What follows belongs to an exercise in optimizing a design on an open flow for small area, a short achievable clock period and few clock cycles per item; a production flow would make more cautious choices.
Function was checked by simulation only, so behaviour that the tests miss may differ from the original.

[design/flow/config.mk]
export PLATFORM = sky130hd
export DESIGN_NAME = stepper_ramp_pwm_rate_generator_top
export DESIGN_NICKNAME = stepper_ramp_pwm_rate_generator_top
export VERILOG_FILES = /design/flow/design.v
export SDC_FILE = /design/flow/constraint.sdc
export NUM_CORES = 4
export LEC_CHECK = 0
export ABC_CLOCK_PERIOD_IN_PS = 5000
export CAP_MARGIN = 20
export CORE_MARGIN = 2
export CORE_UTILIZATION = 40
export CTS_BUF_LIST = sky130_fd_sc_hd__clkbuf_4 sky130_fd_sc_hd__clkbuf_8
export CTS_CLUSTER_SIZE = 30
export SETUP_SLACK_MARGIN = 3.0
export SLEW_MARGIN = 20
[design/flow/run.sh]
#!/bin/bash
# synth_recipe.tcl (not shown) runs the flow's synth.tcl, then flattens the netlist and writes it again
# the make line also repeats each setting of config.mk as NAME=value (left out here)
make -C /OpenROAD-flow-scripts/flow DESIGN_CONFIG=/design/flow/config.mk WORK_HOME=/design/flow/orfs CLKGATE_MAP_FILE= SYNTH_SCRIPT=/design/flow/synth_recipe.tcl finish
[design/flow/constraint.sdc]
create_clock -name core_clock -period 8.0 [get_ports {clk}]
set_input_delay 1.6000 -clock core_clock [delete_from_list [all_inputs] [get_ports {clk}]]
set_output_delay 1.6000 -clock core_clock [all_outputs]
set_load 0.01 [all_outputs]
[design/flow/design.v]
`default_nettype none
package srpg_pkg;
    localparam int DIV_FRAC_BITS_DEF = 4;
    localparam int CLK_W             = 28;
    localparam int DIVISOR_W         = 32;
    localparam int DIV_INT_MAX       = 255;
    localparam int WRAP_MIN          = 10;
    localparam int WRAP_MAX          = 65535;
    typedef enum logic [1:0] {
        OP_START = 2'd0,
        OP_TICK  = 2'd1,
        OP_STOP  = 2'd2
    } opcode_t;
    typedef enum logic [1:0] {
        REG_MAX_RATE      = 2'd0,
        REG_RAMP_STEP     = 2'd1,
        REG_RAMP_INTERVAL = 2'd2,
        REG_SYS_CLOCK     = 2'd3
    } reg_index_t;
    typedef struct packed {
        logic        forward;
        logic [15:0] requested_rate;
        logic [31:0] now_ms;
        logic [1:0]  opcode;
    } item_t;
    typedef struct packed {
        logic [15:0] max_rate;
        logic [15:0] ramp_step;
        logic [15:0] ramp_interval_ms;
    } ramp_cfg_t;
    typedef struct packed {
        logic [15:0] rate;
        logic        direction;
        logic        reprog;
    } ramp_status_t;
endpackage
`default_nettype wire
`default_nettype none
`default_nettype wire
`default_nettype none
`default_nettype wire
`default_nettype none
module stepper_ramp_pwm_rate_generator_top (
    input  wire logic        clk,
    input  wire logic        rst_n,
    input  wire logic        cfg_we,
    input  wire logic [1:0]  cfg_addr,
    input  wire logic [27:0] cfg_wdata,
    input  wire logic        s_tvalid,
    output logic             s_tready,
    input  wire logic [55:0] s_tdata,
    output logic             m_tvalid,
    input  wire logic        m_tready,
    output logic [63:0]      m_tdata
);
    logic [15:0] max_rate_reg;
    logic [15:0] ramp_step_reg;
    logic [15:0] ramp_interval_reg;
    logic [27:0] sys_clock_reg;
    always_ff @(posedge clk or negedge rst_n)
    begin
        if (!rst_n)
        begin
            max_rate_reg      <= 16'd65535;
            ramp_step_reg     <= 16'd100;
            ramp_interval_reg <= 16'd10;
            sys_clock_reg     <= 28'd125000000;
        end
        else if (cfg_we)
        begin
            case (cfg_addr)
                2'd0:    max_rate_reg      <= cfg_wdata[15:0];
                2'd1:    ramp_step_reg     <= cfg_wdata[15:0];
                2'd2:    ramp_interval_reg <= cfg_wdata[15:0];
                default: sys_clock_reg     <= cfg_wdata;
            endcase
        end
    end
    logic [1:0]  in_op;
    logic [31:0] in_now;
    logic [15:0] in_req;
    logic        in_fwd;
    assign in_op  = s_tdata[1:0];
    assign in_now = s_tdata[33:2];
    assign in_req = s_tdata[49:34];
    assign in_fwd = s_tdata[50];
    logic        running_reg;
    logic        below_reg;    
    logic [15:0] cur_reg;
    logic [15:0] tgt_reg;
    logic [31:0] last_reg;
    logic        dir_reg;
    logic        reprog_reg;
    logic [1:0]  vis_reg;      
    logic        pre_ok;       
    logic        f_need;       
    logic        f_tick;       
    logic        f_req_lt;     
    logic        f_sc_lt;      
    logic        f_sum_ge;     
    logic        step_lt_max;
    logic [15:0] step_clamp;
    logic [16:0] sum;
    always_comb
    begin
        step_lt_max = ramp_step_reg < max_rate_reg;
        step_clamp  = step_lt_max ? ramp_step_reg : max_rate_reg;
        sum         = {1'b0, cur_reg} + {1'b0, ramp_step_reg};
    end
    logic accept;
    always_ff @(posedge clk or negedge rst_n)
    begin
        if (!rst_n)
            vis_reg <= '0;
        else if (s_tvalid && !accept)
            vis_reg <= (vis_reg == 2'd2) ? vis_reg : vis_reg + 2'd1;
        else
            vis_reg <= '0;
    end
    assign pre_ok = (vis_reg != 2'd0);
    logic        el_bw_reg;
    logic        el_ge_reg;
    logic        el_sg_reg;
    logic [16:0] el_c;
    always_comb
    begin
        if (vis_reg == 2'd0)
            el_c = {1'b0, in_now[15:0]} - {1'b0, last_reg[15:0]};
        else
            el_c = {1'b0, in_now[31:16]} - {1'b0, last_reg[31:16]} - {16'd0, el_bw_reg};
    end
    always_ff @(posedge clk)
    begin
        if (vis_reg == 2'd0)
        begin
            el_bw_reg <= el_c[16];
            el_ge_reg <= el_c[15:0] >= ramp_interval_reg;
        end
        else if (vis_reg == 2'd1)
        begin
            el_ge_reg <= el_ge_reg || (el_c[14:0] != 15'd0);
            el_sg_reg <= el_c[15];
        end
    end
    assign f_tick = f_need && (vis_reg == 2'd2) && el_ge_reg && !el_sg_reg;
    always_ff @(posedge clk)
    begin
        f_need    <= (in_op == 2'd1) && running_reg && below_reg;
        f_req_lt  <= in_req < max_rate_reg;
        f_sc_lt   <= step_clamp < in_req;
        f_sum_ge  <= sum >= {1'b0, tgt_reg};
    end
    logic [15:0] req_clamp;
    logic [15:0] start_rate;
    logic [15:0] tick_rate;
    logic [15:0] rate_next;
    always_comb
    begin
        req_clamp  = f_req_lt ? in_req : max_rate_reg;
        start_rate = (f_req_lt && !f_sc_lt) ? in_req : step_clamp;
        tick_rate  = f_sum_ge ? tgt_reg : sum[15:0];
        case (in_op)
            2'd0:    rate_next = start_rate;
            2'd1:    rate_next = f_tick ? tick_rate : cur_reg;
            2'd2:    rate_next = 16'd0;
            default: rate_next = cur_reg;
        endcase
    end
    logic        mwr_reg;      
    always_ff @(posedge clk or negedge rst_n)
    begin
        if (!rst_n)
            mwr_reg <= 1'b0;
        else if (cfg_we && (cfg_addr == 2'd0) && running_reg)
            mwr_reg <= 1'b1;
        else if (accept && !in_op[0])
            mwr_reg <= 1'b0;
    end
    always_ff @(posedge clk or negedge rst_n)
    begin
        if (!rst_n)
        begin
            running_reg <= 1'b0;
            cur_reg     <= '0;
            dir_reg     <= 1'b0;
            reprog_reg  <= 1'b0;
        end
        else if (accept)
        begin
            case (in_op)
                2'd0:
                begin
                    running_reg <= 1'b1;
                    dir_reg     <= in_fwd;
                    reprog_reg  <= 1'b1;
                end
                2'd1:
                begin
                    reprog_reg <= f_tick;
                end
                2'd2:
                begin
                    running_reg <= 1'b0;
                    reprog_reg  <= 1'b1;
                end
                default:
                begin
                    reprog_reg <= 1'b0;
                end
            endcase
            cur_reg <= rate_next;
        end
    end
    always_ff @(posedge clk)
    begin
        if (accept && (in_op == 2'd0))
        begin
            below_reg <= f_req_lt ? f_sc_lt : step_lt_max;
            tgt_reg   <= req_clamp;
            last_reg  <= in_now;
        end
        else if (accept && f_tick)
        begin
            below_reg <= !f_sum_ge;
            last_reg  <= in_now;
        end
    end
    logic        jmp_reg;      
    logic        clp_reg;      
    logic        pl_reg;       
    logic        jump;         
    logic        load;         
    logic        z_reg;        
    logic        ov_reg;       
    logic        dcl_pend;     
    logic        dcl_reg;      
    logic        lowm_reg;     
    logic        full_reg;     
    logic        busy_reg;
    logic        chk_reg;      
    logic        fin_reg;
    logic [2:0]  cnt_reg;      
    logic [2:0]  last_grp;     
    logic [15:0] den_reg;
    logic [17:0] den3_reg;     
    logic [15:0] den_next;
    logic [1:0]  lp_reg;       
    logic [1:0]  lc_reg;       
    logic [1:0]  lcode;        
    logic        spec_reg;     
    logic        sload;        
    logic        rst_reg;      
    logic        hit;          
    logic [15:0] rem_spec;
    logic [15:0] rem_reg;
    logic [27:0] quo_reg;
    logic [3:0]  nb_reg;       
    logic        top_f;        
    logic        done;         
    logic        hold;         
    logic [31:0] dividend;
    assign dividend = {sys_clock_reg, 4'b0000};
    assign last_grp = lowm_reg ? 3'd1 : (full_reg ? 3'd0 : 3'd3);
    assign top_f    = (quo_reg[3:0] == 4'hf);
    logic        zero;
    logic        ovf;
    logic        fit24;
    logic        fit20;
    logic        fit16;
    always_comb
    begin
        zero  = (den_reg == 16'd0);
        ovf   = (den_reg[15:4] == 12'd0) && (sys_clock_reg[27:24] >= den_reg[3:0]);
        fit24 = (den_reg[15:8] != 8'd0) || (sys_clock_reg[27:20] < den_reg[7:0]);
        fit20 = (den_reg[15:12] != 4'd0) || (sys_clock_reg[27:16] < den_reg[11:0]);
        fit16 = (clp_reg ? max_rate_reg : sys_clock_reg[27:12]) < den_reg;
    end
    logic [15:0] rem_c;
    logic [3:0]  qb_c;
    logic [17:0] sh;
    logic [18:0] d1;
    logic [18:0] d2;
    logic [18:0] d3;
    always_comb
    begin
        rem_c = rem_reg;
        for (int i = 1; i >= 0; i--)
        begin
            sh = {rem_c, nb_reg[2*i+1], nb_reg[2*i]};
            d1 = {1'b0, sh} - {3'b000, den_reg};
            d2 = {1'b0, sh} - {2'b00, den_reg, 1'b0};
            d3 = {1'b0, sh} - {1'b0, den3_reg};
            if (!d3[18])
            begin
                qb_c[2*i+1 -: 2] = 2'd3;
                rem_c            = d3[15:0];
            end
            else if (!d2[18])
            begin
                qb_c[2*i+1 -: 2] = 2'd2;
                rem_c            = d2[15:0];
            end
            else if (!d1[18])
            begin
                qb_c[2*i+1 -: 2] = 2'd1;
                rem_c            = d1[15:0];
            end
            else
            begin
                qb_c[2*i+1 -: 2] = 2'd0;
                rem_c            = sh[15:0];
            end
        end
    end
    logic [2:0]  cnt_next;
    logic [15:0] rem_jmp;
    function automatic logic [15:0] rem_at(input logic [1:0] code, input logic [27:0] sc);
        case (code)
            2'd0:    rem_at = sc[27:12];
            2'd1:    rem_at = {4'd0, sc[27:16]};
            2'd2:    rem_at = {8'd0, sc[27:20]};
            default: rem_at = {12'd0, sc[27:24]};
        endcase
    endfunction
    always_comb
    begin
        lcode    = fit16 ? 2'd0 : (fit20 ? 2'd1 : (fit24 ? 2'd2 : 2'd3));
        rem_jmp  = rem_at(lcode, sys_clock_reg);
        rem_spec = rem_at(lp_reg, sys_clock_reg);
        hit      = spec_reg && (lcode == lp_reg);
        if (sload)
            cnt_next = {1'b0, lp_reg} + 3'd3;
        else if (jump && !hit)
            cnt_next = {1'b0, lcode} + 3'd3;
        else
            cnt_next = cnt_reg - 3'd1;
        if (chk_reg && top_f)
            den_next = dcl_reg ? max_rate_reg : cur_reg;
        else if (load)
            den_next = rate_next;
        else if (clp_reg && fit16)
            den_next = max_rate_reg;
        else
            den_next = den_reg;
    end
    assign sload = load;
    always_ff @(posedge clk or negedge rst_n)
    begin
        if (!rst_n)
        begin
            lp_reg   <= 2'd1;
            spec_reg <= 1'b0;
        end
        else
        begin
            spec_reg <= sload;
            if (jump && !(zero || ovf))
                lp_reg <= lcode;
        end
    end
    always_ff @(posedge clk)
    begin
        nb_reg   <= dividend[{cnt_next, 2'b11} -: 4];
        den_reg  <= den_next;
        den3_reg <= {2'b00, den_next} + {1'b0, den_next, 1'b0};
        if (sload)
            rem_reg <= rem_spec;
        else if (jump && !hit)
            rem_reg <= rem_jmp;
        else
            rem_reg <= rem_c;
        if (!hold)
            quo_reg <= {quo_reg[23:0], qb_c};
        if (jump || zfast)
        begin
            if (!rst_reg)
                dcl_reg <= dcl_pend;
            z_reg    <= zero || zfast;
            ov_reg   <= ovf;
            lowm_reg <= fit16 || fit20;
            full_reg <= rst_reg;
            lc_reg   <= lcode;
        end
        if (load)
            dcl_pend <= 1'b0;
        else if (clp_reg && fit16)
            dcl_pend <= 1'b1;
    end
    logic [15:0] qw;
    logic [15:0] wlow;
    logic [11:0] qx;
    logic        cc;
    logic [12:0] dv;
    logic        hi;
    logic [11:0] div_o;
    logic [15:0] wrap_o;
    logic [27:0] qm;           
    always_comb
    begin
        qm    = quo_reg;
        if (!full_reg && !lc_reg[0])
            qm[15:12] = 4'd0;
        if (lc_reg != 2'd3)
            qm[27:24] = 4'd0;
        qw    = qm[15:0];
        wlow  = (qw < 16'd11) ? 16'd10 : qw - 16'd1;
        qx    = full_reg ? qm[27:16] : qm[15:4];
        cc    = full_reg && (qm[11:0] >= ~qx);
        dv    = {1'b0, qx} + {12'd0, cc};
        hi    = ov_reg || (dv > 13'd4080);
        if (lowm_reg)
        begin
            div_o  = 12'd16;
            wrap_o = wlow;
        end
        else
        begin
            div_o  = hi ? 12'd4080 : dv[11:0];
            wrap_o = (hi || !cc) ? 16'd65535 : 16'd65534;
        end
    end
    logic        mv_reg;
    logic        o_en;
    logic [11:0] o_div;
    logic [15:0] o_wrap;
    logic [15:0] o_rate;
    logic        o_dir;
    logic        o_rep;
    logic        cap;
    logic        ready_in;     
    logic        need_c;
    logic        zero_c;
    logic        zfast;
    assign need_c   = (in_op == 2'd0) || ((in_op == 2'd1) && running_reg && below_reg);
    assign zero_c   = (in_op == 2'd2) || ((in_op != 2'd0) && !f_tick && (cur_reg == 16'd0));
    assign ready_in = !need_c || (pre_ok && (!f_need || (vis_reg == 2'd2)));
    assign done     = fin_reg || (chk_reg && !top_f);
    assign cap      = done && (!mv_reg || m_tready);
    assign hold     = done && !cap;
    assign s_tready = ready_in && !hold && !(chk_reg && top_f)
                      && (pl_reg || (!busy_reg && !jmp_reg));
    assign accept   = s_tvalid && s_tready;
    assign zfast    = accept && !pl_reg && zero_c;
    assign load     = (accept && !pl_reg && !zero_c)
                      || (s_tvalid && ready_in && !pl_reg && busy_reg
                          && (cnt_reg == last_grp));
    assign jump     = jmp_reg && !clp_reg && (!pl_reg || accept) && !hold;
    always_ff @(posedge clk or negedge rst_n)
    begin
        if (!rst_n)
        begin
            jmp_reg  <= 1'b0;
            clp_reg  <= 1'b0;
            pl_reg   <= 1'b0;
            rst_reg  <= 1'b0;
            busy_reg <= 1'b0;
            chk_reg  <= 1'b0;
            fin_reg  <= 1'b0;
            cnt_reg  <= '0;
            mv_reg   <= 1'b0;
        end
        else
        begin
            if (load)
            begin
                jmp_reg <= 1'b1;
                clp_reg <= in_op[0] && mwr_reg;
            end
            else
            begin
                if (jump)
                    jmp_reg <= 1'b0;
                clp_reg <= 1'b0;
            end
            if (load && !accept)
                pl_reg <= 1'b1;
            else if (accept)
                pl_reg <= 1'b0;
            if (chk_reg && top_f)
            begin
                jmp_reg <= 1'b1;
                clp_reg <= 1'b0;
                pl_reg  <= 1'b0;
                rst_reg <= 1'b1;
            end
            else if (jump)
                rst_reg <= 1'b0;
            cnt_reg <= cnt_next;
            chk_reg <= 1'b0;
            if (cap)
                fin_reg <= 1'b0;
            else if (chk_reg && !top_f)
                fin_reg <= 1'b1;
            if (jump)
            begin
                busy_reg <= !(zero || ovf);
                fin_reg  <= zero || ovf;
            end
            else if (zfast)
                fin_reg  <= 1'b1;
            else if (busy_reg && (cnt_reg == last_grp))
            begin
                busy_reg <= 1'b0;
                if (lowm_reg || full_reg)
                    fin_reg <= 1'b1;
                else
                    chk_reg <= 1'b1;
            end
            if (cap)
                mv_reg <= 1'b1;
            else if (m_tready)
                mv_reg <= 1'b0;
        end
    end
    always_ff @(posedge clk)
    begin
        if (cap)
        begin
            o_en   <= !z_reg;
            o_div  <= z_reg ? 12'd0 : div_o;
            o_wrap <= z_reg ? 16'd0 : wrap_o;
            o_rate <= cur_reg;
            o_dir  <= dir_reg;
            o_rep  <= reprog_reg;
        end
    end
    assign m_tvalid = mv_reg;
    assign m_tdata  = {2'b00, o_rep, o_dir, o_rate, o_wrap[15:1], o_wrap,
                       o_div, o_en};
endmodule
`default_nettype wire
==> flow_summary.rst, run 1 <==
.. list-table::
   :header-rows: 1

   * - Metric
     - Value
   * - Buffers from clock root to sink, at most
     - 3
   * - Final sum of negative setup slack
     - 0 ns
   * - Final setup margin
     - 2.46 ns
   * - Gr usage total
     - 0.281
   * - Core region area
     - 0.0642 mm²
   * - Vert. Die Dim
     - 259 µm
   * - Crit Path Category
     - flip-flop to flip-flop
   * - Width of the chip
     - 259 µm
   * - Master cell of the clock root buffer
     - sky130_fd_sc_hd__clkbuf_8
   * - Number of global-route vias before repair
     - 23715
   * - Cells after Synth
     - 2901
   * - DP Area
     - 0.0286 mm²
   * - Setup Viol. Count Final
     - 0
   * - Number of design-rule violations left by the first detailed-router iteration
     - 2050
   * - Synthesis-to-finish area growth
     - 27.1%
   * - Area fraction of the dominant cell type after synthesis
     - 0.155
   * - I/O Buffers
     - 149
   * - Initial cell density of the core
     - 0.404
   * - Type of the tightest min-delay check
     - flip-flop to flip-flop
   * - First-pass iteration count of the detailed router
     - 6
   * - Endpoint required time on the critical path
     - 8.56 ns
   * - Inserted Diodes
     - 0
   * - Worst Path Arrival
     - 6.10 ns
   * - Cell variety after synth
     - 108
   * - Final weighted congestion in routability-driven placement
     - 0.980
   * - Detailed-placement wirelength estimate
     - 71900 µm
   * - Number of levels the H-tree was split into
     - 2
   * - Result of the run
     - finished clean
   * - Slew Viols, Final
     - 0
   * - Number of top-level design ports
     - 157
   * - Highest clock rate
     - 181 MHz
   * - Final Skew
     - 0.0382 ns
   * - Overall via count from detail_route
     - 24729
   * - Element type at the critical path end
     - flip-flop
   * - # hold bufs at CTS
     - 0
   * - # Max-Cap Violations
     - 0
   * - Launching element type of the critical path
     - flip-flop
   * - Total length of routed wires
     - 97900 µm
   * - Measured slew at the worst slew-check pin
     - 1.14 ns
   * - Layout cells sized above 1
     - 0.228
   * - Share of async-settable or async-resettable flops after synthesis
     - 0.368
   * - Global-route wire length before repair
     - 144000 µm
   * - Largest net degree at the start of global routing
     - 66
   * - CTS tree
     - done
   * - Most area-hungry cell type in the Yosys netlist
     - sky130_fd_sc_hd__edfxtp_1
   * - Maximum fanout along the worst path
     - 5
   * - Pre-CTS setup slack
     - 1.29 ns
   * - Number of flops mapped to enable cells by yosys
     - 134
   * - Clock latency at the later pin of the worst-skew pair
     - 0.68 ns
   * - Final hold violation count
     - 0
   * - Most used DFF post-synth
     - sky130_fd_sc_hd__edfxtp_1
   * - Final critical delay including setup and external delays
     - 5.54 ns
   * - Mean instance size in the synthesized netlist
     - 8.94 µm²
   * - Via-to-Cell Ratio
     - 6.01
   * - Number of buffers created by CTS
     - 58
   * - Register area share after synthesis
     - 0.310
   * - FP Rows
     - 93
   * - Area of the die
     - 0.0669 mm²
   * - Cells taking the most area after synthesis
     - sky130_fd_sc_hd__edfxtp_1, sky130_fd_sc_hd__ha_1, sky130_fd_sc_hd__dfrtp_1, sky130_fd_sc_hd__dfxtp_1, sky130_fd_sc_hd__o21ai_0
   * - Headroom to the max-slew limit
     - 0.230
   * - Final cell area excluding filler cells
     - 0.0330 mm²
   * - Fin crit share
     - 0.692
   * - Post-synthesis instance area
     - 0.0259 mm²
   * - Clk pin slew, worst setup/hold paths
     - 0.06 ns
   * - RSZ-0062 raised after global routing
     - true
   * - Number of antenna violations at the first check in global routing
     - 4
   * - Global-route congestion overflow total
     - 0
   * - Number of nets with antenna violations after detailed routing
     - 0
   * - Max FFs per register
     - 32
   * - Wire length per cell
     - 23.8 µm
   * - Fin nets
     - 3631
   * - Number of register bits inferred by synthesis
     - 304
   * - DRC violations left
     - 0
   * - Clk sink count
     - 304
   * - Number of synthesis warnings
     - 1
cell usage after synthesis, types with 58 or more instances:
cell                       count
sky130_fd_sc_hd__edfxtp_1    134
sky130_fd_sc_hd__a21o_1       67
sky130_fd_sc_hd__xnor2_1      86
sky130_fd_sc_hd__nor3_1       61
sky130_fd_sc_hd__mux2_2       94
sky130_fd_sc_hd__ha_1        318
sky130_fd_sc_hd__nor2_1      144
sky130_fd_sc_hd__clkbuf_1     72
sky130_fd_sc_hd__a21oi_1     190
sky130_fd_sc_hd__inv_1       246
sky130_fd_sc_hd__dfrtp_1      77
sky130_fd_sc_hd__dfxtp_1      58
sky130_fd_sc_hd__o21ai_0     213
sky130_fd_sc_hd__nand2_1     234
kinds of logic after synthesis:
group | synth area share
xor gates and xnor gates | 0.0439
AOI/OAI and AO/OA | 0.226
adders and majority gates | 0.162
DFF | 0.310
and+or+nand+nor | 0.146
muxes | 0.0551
buffers and inverters | 0.0577
other | 0.000145
stage by stage:
stage	instances	hold slack [ns]	util
2_1_floorplan	2902	0.409	-
3_3_place_gp	3828	0.425	0.445
3_5_place_dp	3828	0.432	0.445
4_1_cts	4057	0.444	0.496
5_1_grt	4115	0.455	0.513
6_report	4115	0.447	0.513
cells in the final DEF, fill, tap and decap left out, drive strengths merged, types with 42 or more instances in the layout:
cell	netlist	routed
dfxtp	58	58
clkdlybuf4s50	0	144
nor2	145	145
inv	247	234
nand2b	42	42
a31oi	51	51
o21ai	218	218
buf	45	217
o21a	52	52
edfxtp	134	134
mux2	94	94
xor2	44	44
clkbuf	75	82
xnor2	86	86
nand3	58	58
dfrtp	77	77
a21o	67	67
nand2	234	235
nor3	62	62
ha	318	318
a21oi	191	191
routing by layer:
metal	vias up	wire, µm	global-route usage
met5	-	57	0
met4	8	4560	0.116
met3	286	6860	0.0533
met2	1016	45400	0.461
met1	12045	41000	0.363
li1	11374	-	-
worst max-delay path: stages, from the launching register on:
cell,delay (ns)
sky130_fd_sc_hd__dfxtp_4,0.40
sky130_fd_sc_hd__clkinv_8,0.09
sky130_fd_sc_hd__ha_4,0.24
sky130_fd_sc_hd__buf_4,0.14
sky130_fd_sc_hd__a221o_1,0.36
sky130_fd_sc_hd__a221o_1,0.44
sky130_fd_sc_hd__o21ai_4,0.29
sky130_fd_sc_hd__buf_6,0.16
sky130_fd_sc_hd__buf_6,0.10
sky130_fd_sc_hd__nand3_2,0.07
sky130_fd_sc_hd__o311a_4,0.16
sky130_fd_sc_hd__o31ai_4,0.31
sky130_fd_sc_hd__buf_6,0.16
sky130_fd_sc_hd__ha_4,0.20
sky130_fd_sc_hd__buf_4,0.13
sky130_fd_sc_hd__buf_4,0.14
sky130_fd_sc_hd__o21ai_0,0.08
sky130_fd_sc_hd__nand2b_1,0.09
sky130_fd_sc_hd__o211ai_1,0.16
sky130_fd_sc_hd__a31oi_1,0.26
sky130_fd_sc_hd__a21o_1,0.23
sky130_fd_sc_hd__a21oi_1,0.19
sky130_fd_sc_hd__xor2_1,0.24
sky130_fd_sc_hd__a31oi_1,0.08
sky130_fd_sc_hd__a2111o_1,0.42
sky130_fd_sc_hd__a32o_1,0.27
repair_timing:
item | 4_1_cts | 5_1_grt
gates resized for setup | 202 | 124
pin swaps | 95 | 86
setup buffers | 115 | 56
endpoints found under the setup margin | 39 | 43
gates cloned | 5 | 1
path summary, 6_finish.rpt:
| kind | startpoint | slack (ns) | end | cells after the start |
|---|---|---|---|---|
| worst min register to register | quo_reg[21]$_DFFE_PN_ | 0.45 | quo_reg[25]$_DFFE_PN_ | 0 |
| min in group asynchronous | rst_n | 0.97 | cnt_reg[1]$_DFF_PN0_ | 1 |
| worst min-delay path | quo_reg[21]$_DFFE_PN_ | 0.45 | quo_reg[25]$_DFFE_PN_ | 0 |
| worst max register to register | den_reg[9]$_DFF_P_ | 2.46 | rem_reg[13]$_DFF_P_ | 25 |
| max in group asynchronous | rst_n | 5.60 | clp_reg$_DFF_PN0_ | 2 |
| worst max-delay path | den_reg[9]$_DFF_P_ | 2.46 | rem_reg[13]$_DFF_P_ | 25 |
final cells by class:
type	instances	area, µm²
fill	5974	31300
sequential	304	8060
clock buffer	80	1020
clock inverter	29	353
tap	855	1070
multi-input combinational	2233	18000
timing repair buffer	366	3390
timing repair inverter	1	5.00
inverter	247	1010
Testbench counts, summed over its fixed seeds: cycles 6,290, items 2,000.
==> inputs of run 2 (changes only) <==
--- a/design/flow/config.mk
+++ b/design/flow/config.mk
@@ -7,3 +7,2 @@
 export LEC_CHECK = 0
-export ABC_CLOCK_PERIOD_IN_PS = 5000
 export CAP_MARGIN = 20
@@ -13,3 +12,3 @@
 export CTS_CLUSTER_SIZE = 30
-export SETUP_SLACK_MARGIN = 3.0
+export SETUP_SLACK_MARGIN = 2.0
 export SLEW_MARGIN = 20
==> run 2 against run 1 <==
  * Maximum frequency down 5.1%
  * Via count decreased by 4.4%
  * First-iteration DRC count is 2.0% higher
  * Synthesized area unchanged
  * Global-route usage decreased by 1.3 points
  * Still clean
==> flow_summary.rst, run 2 <==
.. list-table::
   :header-rows: 1

   * - Metric
     - Value
   * - Result of the run
     - finished clean
   * - I/O Buffers
     - 149
   * - Fin nets
     - 3502
   * - RSZ-0062 raised after global routing
     - true
   * - Inserted Diodes
     - 0
   * - Number of design-rule violations left by the first detailed-router iteration
     - 2091
   * - Number of buffers created by CTS
     - 56
   * - Global routing's busiest layer
     - met2
   * - Wire length per cell
     - 22.9 µm
   * - Cell with the most instances after synthesis
     - sky130_fd_sc_hd__ha_1
   * - Register area share after synthesis
     - 0.310
   * - Number of global-route vias before repair
     - 22998
   * - Buffers from clock root to sink, at most
     - 3
   * - Vert. Die Dim
     - 259 µm
   * - Headroom to the max-slew limit
     - 0.189
   * - Pre-CTS setup slack
     - 0.975 ns
   * - Largest net degree at the start of global routing
     - 72
   * - Hold path start
     - dcl_pend$_SDFFE_PN0P_
   * - Worst r2r src
     - nb_reg[2]$_DFF_P_
   * - Cell variety after synth
     - 108
   * - Type of the tightest min-delay check
     - flip-flop to flip-flop
   * - Slew Viols, Final
     - 0
   * - Post-synthesis instance area
     - 0.0259 mm²
   * - Clk pin slew, worst setup/hold paths
     - 0.06 ns
   * - Cells after Synth
     - 2901
   * - Mean instance size in the synthesized netlist
     - 8.94 µm²
   * - Final hold violation count
     - 0
   * - Cell depth of the worst flop-to-flop path
     - 23
   * - Launching element type of the critical path
     - flip-flop
   * - Synthesis-to-finish area growth
     - 17.2%
   * - Highest clock rate
     - 171 MHz
   * - Total length of routed wires
     - 91200 µm
   * - Maximum fanout along the worst path
     - 8
   * - Master cell of the clock root buffer
     - sky130_fd_sc_hd__clkbuf_8
   * - Worst Path Arrival
     - 6.38 ns
   * - Most used DFF post-synth
     - sky130_fd_sc_hd__edfxtp_1
   * - Final critical delay including setup and external delays
     - 5.83 ns
   * - Via-to-Cell Ratio
     - 5.93
   * - Number of top-level design ports
     - 157
   * - Met2 Usage GRT
     - 0.441
   * - Leading cell type in the layout, fill and taps excluded
     - sky130_fd_sc_hd__ha_1
   * - Routing usage on met1
     - 0.353
   * - Width of the chip
     - 259 µm
   * - Max FFs per register
     - 32
   * - Endpoint required time on the critical path
     - 8.54 ns
   * - DRC violations left
     - 0
   * - Measured slew at the worst slew-check pin
     - 1.21 ns
   * - Final setup margin
     - 2.17 ns
   * - Met3 GRT Util
     - 0.0474
   * - Cell count after placement
     - 3837
   * - Number of levels the H-tree was split into
     - 2
   * - Core region area
     - 0.0642 mm²
   * - Leading cell types by count after synthesis
     - sky130_fd_sc_hd__ha_1, sky130_fd_sc_hd__inv_1, sky130_fd_sc_hd__nand2_1
   * - Share of async-settable or async-resettable flops after synthesis
     - 0.368
   * - Initial cell density of the core
     - 0.404
   * - Number of flops mapped to enable cells by yosys
     - 134
   * - CTS tree
     - done
   * - # hold bufs at CTS
     - 0
   * - Gr usage total
     - 0.268
   * - First-pass iteration count of the detailed router
     - 6
   * - Fin crit share
     - 0.729
   * - Clk sink count
     - 304
   * - Area fraction of the dominant cell type after synthesis
     - 0.155
   * - # Max-Cap Violations
     - 0
   * - FP Rows
     - 93
   * - Crit Path Category
     - flip-flop to flip-flop
   * - Global-route wire length before repair
     - 138000 µm
   * - Global-route congestion overflow total
     - 0
   * - Number of register bits inferred by synthesis
     - 304
   * - Crit path launch
     - nb_reg[2]$_DFF_P_
   * - Final non-filler cell total
     - 3985
   * - Most area-hungry cell type in the Yosys netlist
     - sky130_fd_sc_hd__edfxtp_1
   * - Final sum of negative setup slack
     - 0 ns
   * - Layout cells sized above 1
     - 0.145
   * - Number of nets with antenna violations after detailed routing
     - 0
   * - Commonest cells after routing, fill and taps aside
     - sky130_fd_sc_hd__ha_1, sky130_fd_sc_hd__inv_1, sky130_fd_sc_hd__nand2_1
   * - Cells taking the most area after synthesis
     - sky130_fd_sc_hd__edfxtp_1, sky130_fd_sc_hd__ha_1, sky130_fd_sc_hd__dfrtp_1, sky130_fd_sc_hd__dfxtp_1, sky130_fd_sc_hd__o21ai_0
   * - Number of synthesis warnings
     - 1
   * - Element type at the critical path end
     - flip-flop
   * - Final weighted congestion in routability-driven placement
     - 1.02
   * - Detailed-placement wirelength estimate
     - 71400 µm
   * - Number of antenna violations at the first check in global routing
     - 3
   * - Final Skew
     - 0.0525 ns
   * - Overall via count from detail_route
     - 23640
   * - Clock latency at the later pin of the worst-skew pair
     - 0.70 ns
   * - Setup Viol. Count Final
     - 0
   * - Number of cells on the worst hold path
     - 0
   * - Area of the die
     - 0.0669 mm²
-- run 2: cell families after synthesis --
logic type	count (synthesis)	synth area share
AOI/OAI and AO/OA	880	0.226
and+or+nand+nor	759	0.146
buffers and inverters	367	0.0577
adders and majority gates	329	0.162
DFF	304	0.310
muxes	131	0.0551
xor gates and xnor gates	130	0.0439
other	1	0.000145
-- run 2: layout make-up --
| type | instances | area (µm²) |
|---|---|---|
| Clock buffer | 90 | 1110 |
| Clock inverter | 16 | 189 |
| Fill cell | 6203 | 33800 |
| Inverter | 247 | 946 |
| Multi-Input combinational cell | 2231 | 16800 |
| Sequential cell | 304 | 8040 |
| Tap cell | 855 | 1070 |
| Timing Repair Buffer | 242 | 2210 |
-- run 2: critical path, stage by stage (launching register included) --
cell and delay (ns):
sky130_fd_sc_hd__dfxtp_1 0.30, sky130_fd_sc_hd__inv_1 0.12, sky130_fd_sc_hd__ha_1 0.34, sky130_fd_sc_hd__fa_1 0.25
sky130_fd_sc_hd__nand2b_1 0.21, sky130_fd_sc_hd__a21oi_4 0.10, sky130_fd_sc_hd__o221a_2 0.28, sky130_fd_sc_hd__a31o_2 0.32
sky130_fd_sc_hd__a21o_4 0.28, sky130_fd_sc_hd__a21oi_4 0.18, sky130_fd_sc_hd__mux2_2 0.39, sky130_fd_sc_hd__inv_1 0.13
sky130_fd_sc_hd__ha_1 0.28, sky130_fd_sc_hd__nor2b_1 0.16, sky130_fd_sc_hd__o31a_1 0.30, sky130_fd_sc_hd__o211ai_1 0.18
sky130_fd_sc_hd__buf_4 0.16, sky130_fd_sc_hd__a21oi_1 0.06, sky130_fd_sc_hd__a2111o_1 0.41, sky130_fd_sc_hd__a21oi_2 0.20
sky130_fd_sc_hd__o21ai_2 0.21, sky130_fd_sc_hd__nor3_4 0.39, sky130_fd_sc_hd__mux2i_1 0.13, sky130_fd_sc_hd__a211o_1 0.31
-- run 2: final timing paths --
path,end,slack (ns)
min,dcl_reg$_DFFE_PP_,0.41
max,rem_reg[1]$_DFF_P_,2.17
min in group asynchronous,ramp_interval_reg[6]$_DFFE_PN0P_,0.93
max in group asynchronous,clp_reg$_DFF_PN0_,5.62
max reg2reg,rem_reg[1]$_DFF_P_,2.17
min reg2reg,dcl_reg$_DFFE_PP_,0.41
-- run 2: metal layers --
| layer | part of all wire | vias up |
|---|---|---|
| met5 | 0.00027 | - |
| met4 | 0.038 | 4 |
| li1 | - | 11118 |
| met3 | 0.070 | 212 |
| met2 | 0.46 | 911 |
| met1 | 0.43 | 11395 |
-- run 2: what timing repair did --
item                       CTS  global route
cloned                       0             0
setup buffers               16            26
setup endpoints to repair   25            23
gates resized for setup     35            61
pin swaps                    7            14
-- run 2: metrics by stage --
stage	cell area [µm²]	hold WS, ns	util
6_report	30400	0.414	0.473
5_1_grt	30400	0.405	0.473
4_1_cts	29900	0.384	0.466
3_5_place_dp	28400	0.425	0.441
3_3_place_gp	28300	0.423	0.441
2_1_floorplan	25900	0.409	-
==> inputs of run 3 (changes only) <==
--- a/design/flow/config.mk
+++ b/design/flow/config.mk
@@ -12,3 +12,3 @@
 export CTS_CLUSTER_SIZE = 30
-export SETUP_SLACK_MARGIN = 2.0
+export SETUP_SLACK_MARGIN = 2.5
 export SLEW_MARGIN = 20
==> run 3 against run 2 <==
  * Still clean on timing, DRC and antenna
  * Setup slack better by 0.30 ns
  * Maximum frequency increased by 5.5%
  * Sequential share of layout area decreased by 1.0 points
  * Register-to-register slack better by 0.30 ns
  * Critical path type unchanged
==> flow_summary.rst, run 3 <==
.. list-table::
   :header-rows: 1

   * - Metric
     - Value
   * - Result of the run
     - finished clean
   * - Highest clock rate
     - 181 MHz
   * - # hold bufs at CTS
     - 0
   * - Leading cell type in the layout, fill and taps excluded
     - sky130_fd_sc_hd__ha_1
   * - Number of top-level design ports
     - 157
   * - Element type at the critical path end
     - flip-flop
   * - Post-synthesis instance area
     - 0.0259 mm²
   * - Vert. Die Dim
     - 259 µm
   * - Core region area
     - 0.0642 mm²
   * - Number of cells on the worst hold path
     - 0
   * - Final weighted congestion in routability-driven placement
     - 0.996
   * - DRC violations left
     - 0
   * - Final critical delay including setup and external delays
     - 5.53 ns
   * - Max FFs per register
     - 32
   * - Most used DFF post-synth
     - sky130_fd_sc_hd__edfxtp_1
   * - Number of flops mapped to enable cells by yosys
     - 134
   * - Final hold violation count
     - 0
   * - Worst Path Arrival
     - 6.15 ns
   * - Number of global-route vias before repair
     - 23264
   * - I/O Buffers
     - 149
   * - CTS tree
     - done
   * - Via-to-Cell Ratio
     - 5.97
   * - First-pass iteration count of the detailed router
     - 6
   * - Slew Viols, Final
     - 0
   * - # Max-Cap Violations
     - 0
   * - Global-route congestion overflow total
     - 0
   * - Synthesis-to-finish area growth
     - 22.3%
   * - Commonest cells after routing, fill and taps aside
     - sky130_fd_sc_hd__ha_1, sky130_fd_sc_hd__nand2_1, sky130_fd_sc_hd__inv_1
   * - Maximum fanout along the worst path
     - 6
   * - Width of the chip
     - 259 µm
   * - Share of async-settable or async-resettable flops after synthesis
     - 0.368
   * - Largest net degree at the start of global routing
     - 58
   * - RSZ-0062 raised after global routing
     - true
   * - Overall via count from detail_route
     - 24118
   * - Master cell of the clock root buffer
     - sky130_fd_sc_hd__clkbuf_8
   * - Measured slew at the worst slew-check pin
     - 1.13 ns
   * - Headroom to the max-slew limit
     - 0.240
   * - Clk sink count
     - 304
   * - Cell depth of the worst flop-to-flop path
     - 20
   * - Most area-hungry cell type in the Yosys netlist
     - sky130_fd_sc_hd__edfxtp_1
   * - Area of the die
     - 0.0669 mm²
   * - Fin crit share
     - 0.691
   * - Buffers from clock root to sink, at most
     - 3
   * - Endpoint required time on the critical path
     - 8.61 ns
   * - Cell variety after synth
     - 108
   * - Cells after Synth
     - 2901
   * - Clock latency at the later pin of the worst-skew pair
     - 0.71 ns
   * - Cell with the most instances after synthesis
     - sky130_fd_sc_hd__ha_1
   * - Number of levels the H-tree was split into
     - 2
   * - Launching element type of the critical path
     - flip-flop
   * - Inserted Diodes
     - 0
   * - Setup Viol. Count Final
     - 0
   * - Number of synthesis warnings
     - 1
   * - DP Area
     - 0.0285 mm²
   * - Fin nets
     - 3556
   * - Mean instance size in the synthesized netlist
     - 8.94 µm²
   * - Cells taking the most area after synthesis
     - sky130_fd_sc_hd__edfxtp_1, sky130_fd_sc_hd__ha_1, sky130_fd_sc_hd__dfrtp_1, sky130_fd_sc_hd__dfxtp_1, sky130_fd_sc_hd__o21ai_0
   * - Detailed-placement wirelength estimate
     - 72500 µm
   * - Layout cells sized above 1
     - 0.198
   * - Number of antenna violations at the first check in global routing
     - 2
   * - Register area share after synthesis
     - 0.310
   * - Crit path launch
     - max_rate_reg[13]$_DFFE_PN1P_
   * - Gr usage total
     - 0.274
   * - Area fraction of the dominant cell type after synthesis
     - 0.155
   * - Number of nets with antenna violations after detailed routing
     - 0
   * - Total length of routed wires
     - 94300 µm
   * - Number of buffers created by CTS
     - 56
   * - Clk pin slew, worst setup/hold paths
     - 0.06 ns
   * - FP Rows
     - 93
   * - Final cell area excluding filler cells
     - 0.0317 mm²
   * - Hold path start
     - dcl_pend$_SDFFE_PN0P_
   * - Initial cell density of the core
     - 0.404
   * - Global-route wire length before repair
     - 141000 µm
   * - Final worst hold slack
     - 0.439 ns
   * - Number of register bits inferred by synthesis
     - 304
   * - Number of design-rule violations left by the first detailed-router iteration
     - 2196
   * - End-of-flow core utilization
     - 0.494
   * - Wire length per cell
     - 23.4 µm
   * - Worst r2r src
     - max_rate_reg[13]$_DFFE_PN1P_
   * - Type of the tightest min-delay check
     - flip-flop to flip-flop
   * - Final Skew
     - 0.0672 ns
   * - Leading cell types by count after synthesis
     - sky130_fd_sc_hd__ha_1, sky130_fd_sc_hd__inv_1, sky130_fd_sc_hd__nand2_1
   * - Final sum of negative setup slack
     - 0 ns
   * - Crit Path Category
     - flip-flop to flip-flop
## run 3: cell count changes in the layout (fill, tap and decap cells not counted), moves of 9 or more
cell and delta:
sky130_fd_sc_hd__buf_6 +14, sky130_fd_sc_hd__a21oi_2 +9, sky130_fd_sc_hd__a21oi_1 -10, sky130_fd_sc_hd__ha_4 +24, sky130_fd_sc_hd__dfxtp_2 +13, sky130_fd_sc_hd__inv_1 -13
sky130_fd_sc_hd__o21ai_0 -9, sky130_fd_sc_hd__dfxtp_1 -18, sky130_fd_sc_hd__buf_4 +37, sky130_fd_sc_hd__clkbuf_4 -9, sky130_fd_sc_hd__ha_1 -29
## run 3: cell families after synthesis
| logic type | count (synthesis) | share of synthesized area |
|---|---|---|
| DFF | 304 | 0.310 |
| muxes | 131 | 0.0551 |
| other | 1 | 0.000145 |
| and+or+nand+nor | 759 | 0.146 |
| xor gates and xnor gates | 130 | 0.0439 |
| buffers and inverters | 367 | 0.0577 |
| AOI/OAI and AO/OA | 880 | 0.226 |
| adders and majority gates | 329 | 0.162 |
## run 3: layout make-up
| cell class | instances | area, µm² |
|---|---|---|
| clock inverter | 24 | 264 |
| clock buffer | 82 | 1050 |
| inverter | 247 | 981 |
| tap | 855 | 1070 |
| timing repair buffer | 296 | 2710 |
| multi-input combinational | 2231 | 17600 |
| sequential | 304 | 8070 |
| fill | 6098 | 32500 |
## run 3: timing repair
item,in CTS,in global routing
setup buffers,43,41
gates cloned,1,0
resized for setup,133,148
endpoints found under the setup margin,29,25
pin swaps,30,69
## run 3: per-layer routing
metal  global-route usage  part of all wire
met4                0.106             0.043
met1                0.363              0.43
met3               0.0403             0.068
met2                0.452              0.46
met5                    0           0.00014
## run 3: final timing paths
path	to	slack [ns]
hold reg to reg	dcl_reg$_DFFE_PP_	0.44
min in group asynchronous	ramp_interval_reg[4]$_DFFE_PN0P_	1.00
setup / recovery	den3_reg[16]$_DFF_P_	2.47
hold / removal	dcl_reg$_DFFE_PP_	0.44
setup reg to reg	den3_reg[16]$_DFF_P_	2.47
max in group asynchronous	clp_reg$_DFF_PN0_	5.67
## run 3: critical path, stage by stage, from the launching register on
cell and delay, ns:
sky130_fd_sc_hd__dfstp_2 0.61, sky130_fd_sc_hd__clkinvlp_4 0.20, sky130_fd_sc_hd__ha_4 0.21, sky130_fd_sc_hd__or4_1 0.52, sky130_fd_sc_hd__a21oi_2 0.14, sky130_fd_sc_hd__o21ai_1 0.10, sky130_fd_sc_hd__a31oi_2 0.22, sky130_fd_sc_hd__o21a_4 0.23
sky130_fd_sc_hd__buf_4 0.16, sky130_fd_sc_hd__mux2_2 0.34, sky130_fd_sc_hd__nand2b_1 0.16, sky130_fd_sc_hd__a2111oi_1 0.58, sky130_fd_sc_hd__o22ai_1 0.31, sky130_fd_sc_hd__ha_1 0.45, sky130_fd_sc_hd__nand3_1 0.15, sky130_fd_sc_hd__o2111ai_2 0.24
sky130_fd_sc_hd__a41oi_2 0.19, sky130_fd_sc_hd__o21ai_2 0.23, sky130_fd_sc_hd__nor3_1 0.08, sky130_fd_sc_hd__o21ai_0 0.07, sky130_fd_sc_hd__nor4bb_1 0.26
## run 3: metrics by stage
stage                     worst slack [ns]  std cells
after floorplan                       2.52       2902
after global placement                1.27       3848
after detailed placement              1.28       3848
after CTS                             2.49       3998
after global routing                  2.31       4039
final                                 2.47       4039
==> inputs of run 4 (changes only) <==
--- a/design/flow/config.mk
+++ b/design/flow/config.mk
@@ -12,3 +12,3 @@
 export CTS_CLUSTER_SIZE = 30
-export SETUP_SLACK_MARGIN = 2.5
+export SETUP_SLACK_MARGIN = 1.5
 export SLEW_MARGIN = 20
==> run 4 against run 3 <==
  * Still clean
  * Final area is 5.7% lower
  * Synthesized area stayed put
  * Critical path depth is 3 higher
  * Flip-flop and latch count stayed put
  * Global-route usage is 0.80 points lower
  * Via count is 2.4% lower
  * Critical path type unchanged
  * Largest cell class unchanged
==> flow_summary.rst, run 4 <==
.. list-table::
   :header-rows: 1

   * - Metric
     - Value
   * - Crit Path Category
     - flip-flop to flip-flop
   * - Hold path start
     - dcl_pend$_SDFFE_PN0P_
   * - Layout cells sized above 1
     - 0.122
   * - DP Area
     - 0.0284 mm²
   * - Clk sink count
     - 304
   * - Endpoint required time on the critical path
     - 8.58 ns
   * - Setup slack, reg-to-reg
     - 1.76 ns
   * - Slew Viols, Final
     - 0
   * - Highest clock rate
     - 160 MHz
   * - Fin nets
     - 3473
   * - Cell depth of the worst flop-to-flop path
     - 23
   * - Number of nets with antenna violations after detailed routing
     - 0
   * - Post-synthesis instance area
     - 0.0259 mm²
   * - Width of the chip
     - 259 µm
   * - Worst r2r src
     - max_rate_reg[11]$_DFFE_PN1P_
   * - RSZ-0062 raised after global routing
     - true
   * - Headroom to the max-slew limit
     - 0.205
   * - Area of the die
     - 0.0669 mm²
   * - Most used DFF post-synth
     - sky130_fd_sc_hd__edfxtp_1
   * - Inserted Diodes
     - 0
   * - Mean instance size in the synthesized netlist
     - 8.94 µm²
   * - Clock latency at the later pin of the worst-skew pair
     - 0.70 ns
   * - FF-to-FF End
     - den3_reg[15]$_DFF_P_
   * - Number of buffers created by CTS
     - 56
   * - Setup Viol. Count Final
     - 0
   * - Synthesis-to-finish area growth
     - 15.3%
   * - Master cell of the clock root buffer
     - sky130_fd_sc_hd__clkbuf_8
   * - Register area share after synthesis
     - 0.310
   * - FILL cells
     - 6230
   * - FF+latch area
     - 0.00803 mm²
   * - Core region area
     - 0.0642 mm²
   * - Final sum of negative setup slack
     - 0 ns
   * - Area fraction of the dominant cell type after synthesis
     - 0.155
   * - Leading cell type in the layout, fill and taps excluded
     - sky130_fd_sc_hd__ha_1
   * - Buffers from clock root to sink, at most
     - 3
   * - Worst Path Arrival
     - 6.82 ns
   * - Number of design-rule violations left by the first detailed-router iteration
     - 1970
   * - Number of top-level design ports
     - 157
   * - Cells after Synth
     - 2901
   * - Result of the run
     - finished clean
   * - Global-route wire length before repair
     - 138000 µm
   * - Detailed-placement wirelength estimate
     - 71400 µm
   * - Largest net degree at the start of global routing
     - 72
   * - Launching element type of the critical path
     - flip-flop
   * - Element type at the critical path end
     - flip-flop
   * - Leading cell types by count after synthesis
     - sky130_fd_sc_hd__ha_1, sky130_fd_sc_hd__inv_1, sky130_fd_sc_hd__nand2_1
   * - FP Rows
     - 93
   * - Cell variety after synth
     - 108
   * - Clk pin slew, worst setup/hold paths
     - 0.06 ns
   * - I/O Buffers
     - 149
   * - Number of antenna violations at the first check in global routing
     - 3
   * - Overall via count from detail_route
     - 23547
   * - Final worst hold slack
     - 0.409 ns
   * - Final cell area excluding filler cells
     - 0.0299 mm²
   * - Cell with the most instances after synthesis
     - sky130_fd_sc_hd__ha_1
   * - Vert. Die Dim
     - 259 µm
   * - Commonest cells after routing, fill and taps aside
     - sky130_fd_sc_hd__ha_1, sky130_fd_sc_hd__inv_1, sky130_fd_sc_hd__nand2_1
   * - CTS tree
     - done
   * - Number of flops mapped to enable cells by yosys
     - 134
   * - Area occupied by multi-input gates
     - 0.0166 mm²
   * - Fin crit share
     - 0.780
   * - Final critical delay including setup and external delays
     - 6.24 ns
   * - Final hold violation count
     - 0
   * - # Max-Cap Violations
     - 0
   * - Wire length per cell
     - 22.8 µm
   * - Global-route congestion overflow total
     - 0
   * - Number of register bits inferred by synthesis
     - 304
   * - Cells taking the most area after synthesis
     - sky130_fd_sc_hd__edfxtp_1, sky130_fd_sc_hd__ha_1, sky130_fd_sc_hd__dfrtp_1, sky130_fd_sc_hd__dfxtp_1, sky130_fd_sc_hd__o21ai_0
   * - Most area-hungry cell type in the Yosys netlist
     - sky130_fd_sc_hd__edfxtp_1
   * - Number of global-route vias before repair
     - 22912
   * - Hold endpoint
     - dcl_reg$_DFFE_PP_
   * - First-pass iteration count of the detailed router
     - 9
   * - Number of cells on the worst hold path
     - 0
   * - Maximum fanout along the worst path
     - 13
   * - Type of the tightest min-delay check
     - flip-flop to flip-flop
   * - Total length of routed wires
     - 90400 µm
   * - Share of async-settable or async-resettable flops after synthesis
     - 0.368
   * - DRC violations left
     - 0
   * - Via-to-Cell Ratio
     - 5.95
   * - Gr usage total
     - 0.266
   * - Measured slew at the worst slew-check pin
     - 1.18 ns
   * - Number of levels the H-tree was split into
     - 2
   * - Max FFs per register
     - 32
   * - Initial cell density of the core
     - 0.404
   * - Final Skew
     - 0.0518 ns
   * - Number of synthesis warnings
     - 1
   * - Final weighted congestion in routability-driven placement
     - 1.02
## run 4: cell counts after synthesis
Identical to the previous run, type by type.
## run 4: metrics by stage
step | instances | setup slack [ns] | utilization
CTS | 3943 | 1.48 | 0.462
floorplan | 2902 | 2.08 | -
global placement | 3836 | 1.09 | 0.441
detailed placement | 3837 | 0.975 | 0.441
global route | 3956 | 1.46 | 0.466
finish | 3956 | 1.76 | 0.466
## run 4: cell families (layout without fill, tap and decap cells)
kind of cell,Yosys count,in the layout,share of synthesized area
simple gates,759,759,0.146
other cells,1,2,0.000145
flops,304,304,0.310
xor+xnor,130,130,0.0439
mux,131,131,0.0551
fa+ha+maj,329,329,0.162
buf+inv,367,566,0.0577
compound gates,880,880,0.226
## run 4: final cells by class
class / instances / area share
clock inverters: 16 / 0.00632
inverters: 247 / 0.0311
repair buffers: 213 / 0.0665
flip-flops and latches: 304 / 0.269
multi-input cells: 2231 / 0.555
clock buffers: 90 / 0.0370
well taps: 855 / 0.0358
## run 4: routing by layer
metal,vias to the layer above,GRT usage,share of wire
met4,4,0.0943,0.037
li1,11053,-,-
met5,-,0,0.00028
met1,11306,0.349,0.42
met2,973,0.439,0.46
met3,211,0.0494,0.079
## run 4: worst max-delay path, cell delays in order (launching register included)
cell	delay, ns
sky130_fd_sc_hd__dfstp_2	0.65
sky130_fd_sc_hd__inv_1	0.24
sky130_fd_sc_hd__ha_1	0.26
sky130_fd_sc_hd__or4_1	0.51
sky130_fd_sc_hd__a21oi_1	0.12
sky130_fd_sc_hd__o21ai_0	0.13
sky130_fd_sc_hd__a31oi_2	0.27
sky130_fd_sc_hd__o21a_4	0.29
sky130_fd_sc_hd__mux2_2	0.37
sky130_fd_sc_hd__nand2b_1	0.16
sky130_fd_sc_hd__a211o_1	0.32
sky130_fd_sc_hd__o2bb2ai_1	0.24
sky130_fd_sc_hd__ha_1	0.29
sky130_fd_sc_hd__fa_1	0.41
sky130_fd_sc_hd__a21o_1	0.19
sky130_fd_sc_hd__a21oi_1	0.22
sky130_fd_sc_hd__o21bai_1	0.09
sky130_fd_sc_hd__a21oi_1	0.23
sky130_fd_sc_hd__o21bai_1	0.11
sky130_fd_sc_hd__a21oi_2	0.22
sky130_fd_sc_hd__o2111ai_1	0.20
sky130_fd_sc_hd__a31o_2	0.27
sky130_fd_sc_hd__a21oi_1	0.23
sky130_fd_sc_hd__xnor2_1	0.15
## run 4: repair_timing
action / in CTS / in global routing
pin swaps: 0 / 4
gates resized for setup: 11 / 29
hold buffers: 0 / 0
setup buffers: 0 / 13
endpoints found under the setup margin: 21 / 23
## run 4: worst max path at each step
stage                                 startpoint              endpoint  cells after the start  slack (ns)
floorplan                             s_tdata[1]  den3_reg[15]$_DFF_P_                     23        2.08
global route        max_rate_reg[11]$_DFFE_PN1P_  den3_reg[16]$_DFF_P_                     19        1.46
CTS                           den_reg[8]$_DFF_P_   rem_reg[11]$_DFF_P_                     21        1.48
global placement              den_reg[8]$_DFF_P_   rem_reg[11]$_DFF_P_                     21        1.09
detailed placement            den_reg[8]$_DFF_P_   rem_reg[11]$_DFF_P_                     21        0.98
finish              max_rate_reg[11]$_DFFE_PN1P_  den3_reg[15]$_DFF_P_                     23        1.76
==> inputs of run 5 (changes only) <==
==> design/flow/flow/run.sh (new file) <==
#!/bin/bash
# Standard layout, except that the port buffers are the smallest plain
# buffer (buf_1) instead of the delay buffer buffer_ports picks by default.
set -euo pipefail
export BUFFER_PORTS_ARGS="-buffer_cell sky130_fd_sc_hd__buf_1"
bash standard.sh > orfs_make.log 2>&1
==> design/flow/standard.sh (new file) <==
#!/bin/bash
# synth_recipe.tcl (not shown) runs the flow's synth.tcl, then flattens the netlist and writes it again
# the make line also repeats each setting of config.mk as NAME=value (left out here)
make -C /OpenROAD-flow-scripts/flow DESIGN_CONFIG=/design/flow/config.mk WORK_HOME=/design/flow/orfs CLKGATE_MAP_FILE= SYNTH_SCRIPT=/design/flow/synth_recipe.tcl "${@:-finish}"
--- a/design/flow/config.mk
+++ b/design/flow/config.mk
@@ -12,3 +12,3 @@
 export CTS_CLUSTER_SIZE = 30
-export SETUP_SLACK_MARGIN = 1.5
+export SETUP_SLACK_MARGIN = 2.0
 export SLEW_MARGIN = 20
removed: design/flow/run.sh
==> run 5 against run 4 <==
  * First-iteration DRC count decreased by 8.0%
  * Final area is 1.8% lower
  * Flip-flop and latch count did not move
  * Critical path depth decreased by 1
  * Setup slack better by 0.44 ns
  * Sequential share of layout area is 0.51 points higher
  * Critical path type unchanged
==> flow_summary.rst, run 5 <==
.. list-table::
   :header-rows: 1

   * - Metric
     - Value
   * - # hold bufs at CTS
     - 0
   * - Crit path largest cell delay
     - 0.59 ns
   * - Maximum fanout along the worst path
     - 8
   * - I/O Buffers
     - 149
   * - Final hold violation count
     - 0
   * - Register area share after synthesis
     - 0.310
   * - Most used DFF post-synth
     - sky130_fd_sc_hd__edfxtp_1
   * - Number of register bits inferred by synthesis
     - 304
   * - Clk pin slew, worst setup/hold paths
     - 0.07 ns
   * - Crit-path leading delay family
     - compound AO/OA/AOI/OAI gates
   * - # Max-Cap Violations
     - 0
   * - Mean instance size in the synthesized netlist
     - 8.94 µm²
   * - Cell variety after synth
     - 108
   * - Headroom to the max-slew limit
     - 0.187
   * - Slew Viols, Final
     - 0
   * - First-pass iteration count of the detailed router
     - 6
   * - Number of cells on the worst hold path
     - 0
   * - Cell with the most instances after synthesis
     - sky130_fd_sc_hd__ha_1
   * - Type of the tightest min-delay check
     - flip-flop to flip-flop
   * - Largest net degree at the start of global routing
     - 75
   * - Measured slew at the worst slew-check pin
     - 1.21 ns
   * - DRC violations left
     - 0
   * - Share of async-settable or async-resettable flops after synthesis
     - 0.368
   * - Overall via count from detail_route
     - 23524
   * - Clock latency at the later pin of the worst-skew pair
     - 0.70 ns
   * - Cell with the largest stage delay on the worst path
     - sky130_fd_sc_hd__a2111oi_1
   * - End-of-flow core utilization
     - 0.457
   * - Final sum of negative setup slack
     - 0 ns
   * - Layout cells sized above 1
     - 0.143
   * - Commonest cells after routing, fill and taps aside
     - sky130_fd_sc_hd__ha_1, sky130_fd_sc_hd__inv_1, sky130_fd_sc_hd__nand2_1
   * - Endpoint required time on the critical path
     - 8.58 ns
   * - Total length of routed wires
     - 89900 µm
   * - Fin nets
     - 3493
   * - Max FFs per register
     - 32
   * - Final weighted congestion in routability-driven placement
     - 1.01
   * - Fin crit share
     - 0.725
   * - Global-route wire length before repair
     - 135000 µm
   * - Number of top-level design ports
     - 157
   * - Highest clock rate
     - 172 MHz
   * - RSZ-0062 raised after global routing
     - false
   * - Synthesis-to-finish area growth
     - 13.2%
   * - Number of buffers created by CTS
     - 57
   * - Inserted Diodes
     - 0
   * - Worst-path cell chain
     - inv_1, ha_1, nor2b_2, o31a_1, o2111a_2, o21ai_4, nand2_4, a21oi_4, mux2_4, inv_1, ha_1, nor2b_1, o31a_1, o211ai_1, buf_4, a21oi_1, a2111o_1, a21oi_2, o21ai_2, a2111oi_1, a211oi_1, o211ai_1
   * - Setup Viol. Count Final
     - 0
   * - Number of flops mapped to enable cells by yosys
     - 134
   * - Clk sink count
     - 304
   * - Leading cell types by count after synthesis
     - sky130_fd_sc_hd__ha_1, sky130_fd_sc_hd__inv_1, sky130_fd_sc_hd__nand2_1
   * - Master cell of the clock root buffer
     - sky130_fd_sc_hd__clkbuf_8
   * - Number of stages on the worst setup path
     - 22
   * - Width of the chip
     - 259 µm
   * - Worst path bufs/invs
     - 3
   * - Most area-hungry cell type in the Yosys netlist
     - sky130_fd_sc_hd__edfxtp_1
   * - Worst Path Arrival
     - 6.38 ns
   * - Wire length per cell
     - 22.6 µm
   * - Number of design-rule violations left by the first detailed-router iteration
     - 1812
   * - Area fraction of the dominant cell type after synthesis
     - 0.155
   * - Cells after Synth
     - 2901
   * - Area of the die
     - 0.0669 mm²
   * - Number of synthesis warnings
     - 1
   * - Via-to-Cell Ratio
     - 5.92
   * - Initial cell density of the core
     - 0.404
   * - Vert. Die Dim
     - 259 µm
   * - Number of antenna violations at the first check in global routing
     - 1
   * - Number of nets with antenna violations after detailed routing
     - 0
   * - Post-synthesis instance area
     - 0.0259 mm²
   * - Gr usage total
     - 0.262
   * - Detailed-placement wirelength estimate
     - 70300 µm
   * - Element type at the critical path end
     - flip-flop
   * - Number of levels the H-tree was split into
     - 2
   * - Cell depth of the worst flop-to-flop path
     - 22
   * - Leading cell type in the layout, fill and taps excluded
     - sky130_fd_sc_hd__ha_1
   * - Buffers from clock root to sink, at most
     - 3
   * - Global-route congestion overflow total
     - 0
   * - Number of global-route vias before repair
     - 22834
   * - CTS tree
     - done
   * - Final critical delay including setup and external delays
     - 5.80 ns
   * - Result of the run
     - finished clean
   * - Launching element type of the critical path
     - flip-flop
   * - Cells taking the most area after synthesis
     - sky130_fd_sc_hd__edfxtp_1, sky130_fd_sc_hd__ha_1, sky130_fd_sc_hd__dfrtp_1, sky130_fd_sc_hd__dfxtp_1, sky130_fd_sc_hd__o21ai_0
   * - Final Skew
     - 0.0546 ns
   * - Crit Path Category
     - flip-flop to flip-flop
   * - FILL cells
     - 6276
   * - FP Rows
     - 93
   * - Core region area
     - 0.0642 mm²
[run 5: changes by cell type in the layout (fill, tap and decap cells not counted), sizes merged]
cell / delta
bufinv: +2
clkinvlp: +5
clkbuf: -10
buf: +166
clkdlybuf4s50: -148
inv: -3
clkinv: +9
[run 5: metrics by stage]
| stage | hold WS, ns | std cells | area, µm² | setup slack [ns] |
|---|---|---|---|---|
| finish | 0.449 | 3977 | 29400 | 2.20 |
| global route | 0.451 | 3977 | 29400 | 1.98 |
| CTS | 0.446 | 3953 | 29000 | 2.00 |
| detailed placement | 0.431 | 3833 | 27400 | 1.03 |
| global placement | 0.429 | 3833 | 27400 | 1.18 |
| floorplan | 0.409 | 2902 | 25900 | 2.08 |
[run 5: logic make-up (layout without fill, tap and decap cells)]
kind of cell	after synthesis	in the layout	synth area share
AO/OA/AOI/OAI	880	880	0.226
buffers and inverters	367	587	0.0577
AND/OR/NAND/NOR	759	759	0.146
XOR/XNOR	130	130	0.0439
multiplexers	131	131	0.0551
adder cells (fa/ha/maj)	329	329	0.162
flip-flops	304	304	0.310
other	1	2	0.000145
[run 5: worst reg2reg max path, cell delays in order (launching register included)]
cell and delay [ns]:
sky130_fd_sc_hd__dfxtp_1 0.38, sky130_fd_sc_hd__inv_1 0.16, sky130_fd_sc_hd__ha_1 0.41, sky130_fd_sc_hd__nor2b_2 0.20, sky130_fd_sc_hd__o31a_1 0.34, sky130_fd_sc_hd__o2111a_2 0.32
sky130_fd_sc_hd__o21ai_4 0.24, sky130_fd_sc_hd__nand2_4 0.11, sky130_fd_sc_hd__a21oi_4 0.21, sky130_fd_sc_hd__mux2_4 0.34, sky130_fd_sc_hd__inv_1 0.12, sky130_fd_sc_hd__ha_1 0.28
sky130_fd_sc_hd__nor2b_1 0.17, sky130_fd_sc_hd__o31a_1 0.34, sky130_fd_sc_hd__o211ai_1 0.21, sky130_fd_sc_hd__buf_4 0.16, sky130_fd_sc_hd__a21oi_1 0.07, sky130_fd_sc_hd__a2111o_1 0.40
sky130_fd_sc_hd__a21oi_2 0.17, sky130_fd_sc_hd__o21ai_2 0.18, sky130_fd_sc_hd__a2111oi_1 0.59, sky130_fd_sc_hd__a211oi_1 0.11, sky130_fd_sc_hd__o211ai_1 0.19
[run 5: final cells by class]
cell class              instances  area, µm²  share of cell area
multi-input cells            2231      16800               0.571
flip-flops and latches        304       8040               0.274
inverters                     247        938              0.0319
clock inverters                29        327              0.0111
clock buffers                  79       1020              0.0349
well taps                     855       1070              0.0364
repair buffers                232       1210              0.0411
[run 5: path summary, 6_finish.rpt]
| path | from | endpoint | slack [ns] |
|---|---|---|---|
| max in group asynchronous | rst_n | clp_reg$_DFF_PN0_ | 5.62 |
| max reg2reg | den_reg[2]$_DFF_P_ | rem_reg[15]$_DFF_P_ | 2.20 |
| max | den_reg[2]$_DFF_P_ | rem_reg[15]$_DFF_P_ | 2.20 |
| min in group asynchronous | rst_n | ramp_interval_reg[6]$_DFFE_PN0P_ | 0.94 |
| min reg2reg | quo_reg[17]$_DFFE_PN_ | quo_reg[21]$_DFFE_PN_ | 0.45 |
| min | quo_reg[17]$_DFFE_PN_ | quo_reg[21]$_DFFE_PN_ | 0.45 |
[run 5: metal layers]
metal / global-route usage / up-vias / wire length [µm]
met5: 0 / - / 11
met4: 0.0999 / 2 / 3470
met3: 0.0397 / 189 / 5910
met2: 0.426 / 859 / 40800
met1: 0.351 / 11367 / 39700
li1: - / 11107 / -
[run 5: what timing repair did]
| action | 4_1_cts | 5_1_grt |
|---|---|---|
| gates resized for setup | 41 | 55 |
| endpoints found under the setup margin | 23 | 23 |
| pin swaps | 7 | 15 |
| buffers inserted | 12 | 24 |

-- what the ideal ports hide --
The results above use ideal ports. As a check the final layouts listed here were re-extracted and re-timed, cells and wires unchanged.
Step 1 (the two cells are an assumption about what drives the block):
set clk [get_ports {clk}]
set_driving_cell -lib_cell sky130_fd_sc_hd__clkbuf_16 $clk
set_driving_cell -lib_cell sky130_fd_sc_hd__buf_2 [delete_from_list [all_inputs] $clk]
Step 2 moves the port delays by t, midway between the first and last clock arrival at a register: inputs arrive t later, outputs are due t later. That takes back most of the time a late clock gives input paths.
Slacks: no drivers / after step 1 / after step 2; pairs: no drivers / after step 1.
| run | t (ns) | slack for setup (ns) | latest minus earliest clock arrival (ns) | pins driven straight from the clock port |
|---|---|---|---|---|
| run 1 | 0.720 | 2.463 / 2.463 / 1.943 | 0.039 / 0.039 | 1 |
| run 2 | 0.728 | 2.166 / 2.166 / 1.564 | 0.054 / 0.053 | 1 |
| run 3 | 0.736 | 2.469 / 2.469 / 1.859 | 0.067 / 0.067 | 1 |
| run 4 | 0.726 | 1.759 / 1.759 / 1.208 | 0.053 / 0.053 | 1 |
| run 5 | 0.724 | 2.201 / 2.201 / 1.631 | 0.057 / 0.057 | 1 |
After both steps setup and hold are still met in every run listed. For run 3, which loses most, drivers alone change the setup slack by 0.000 ns; drivers and shift together by -0.610 ns.
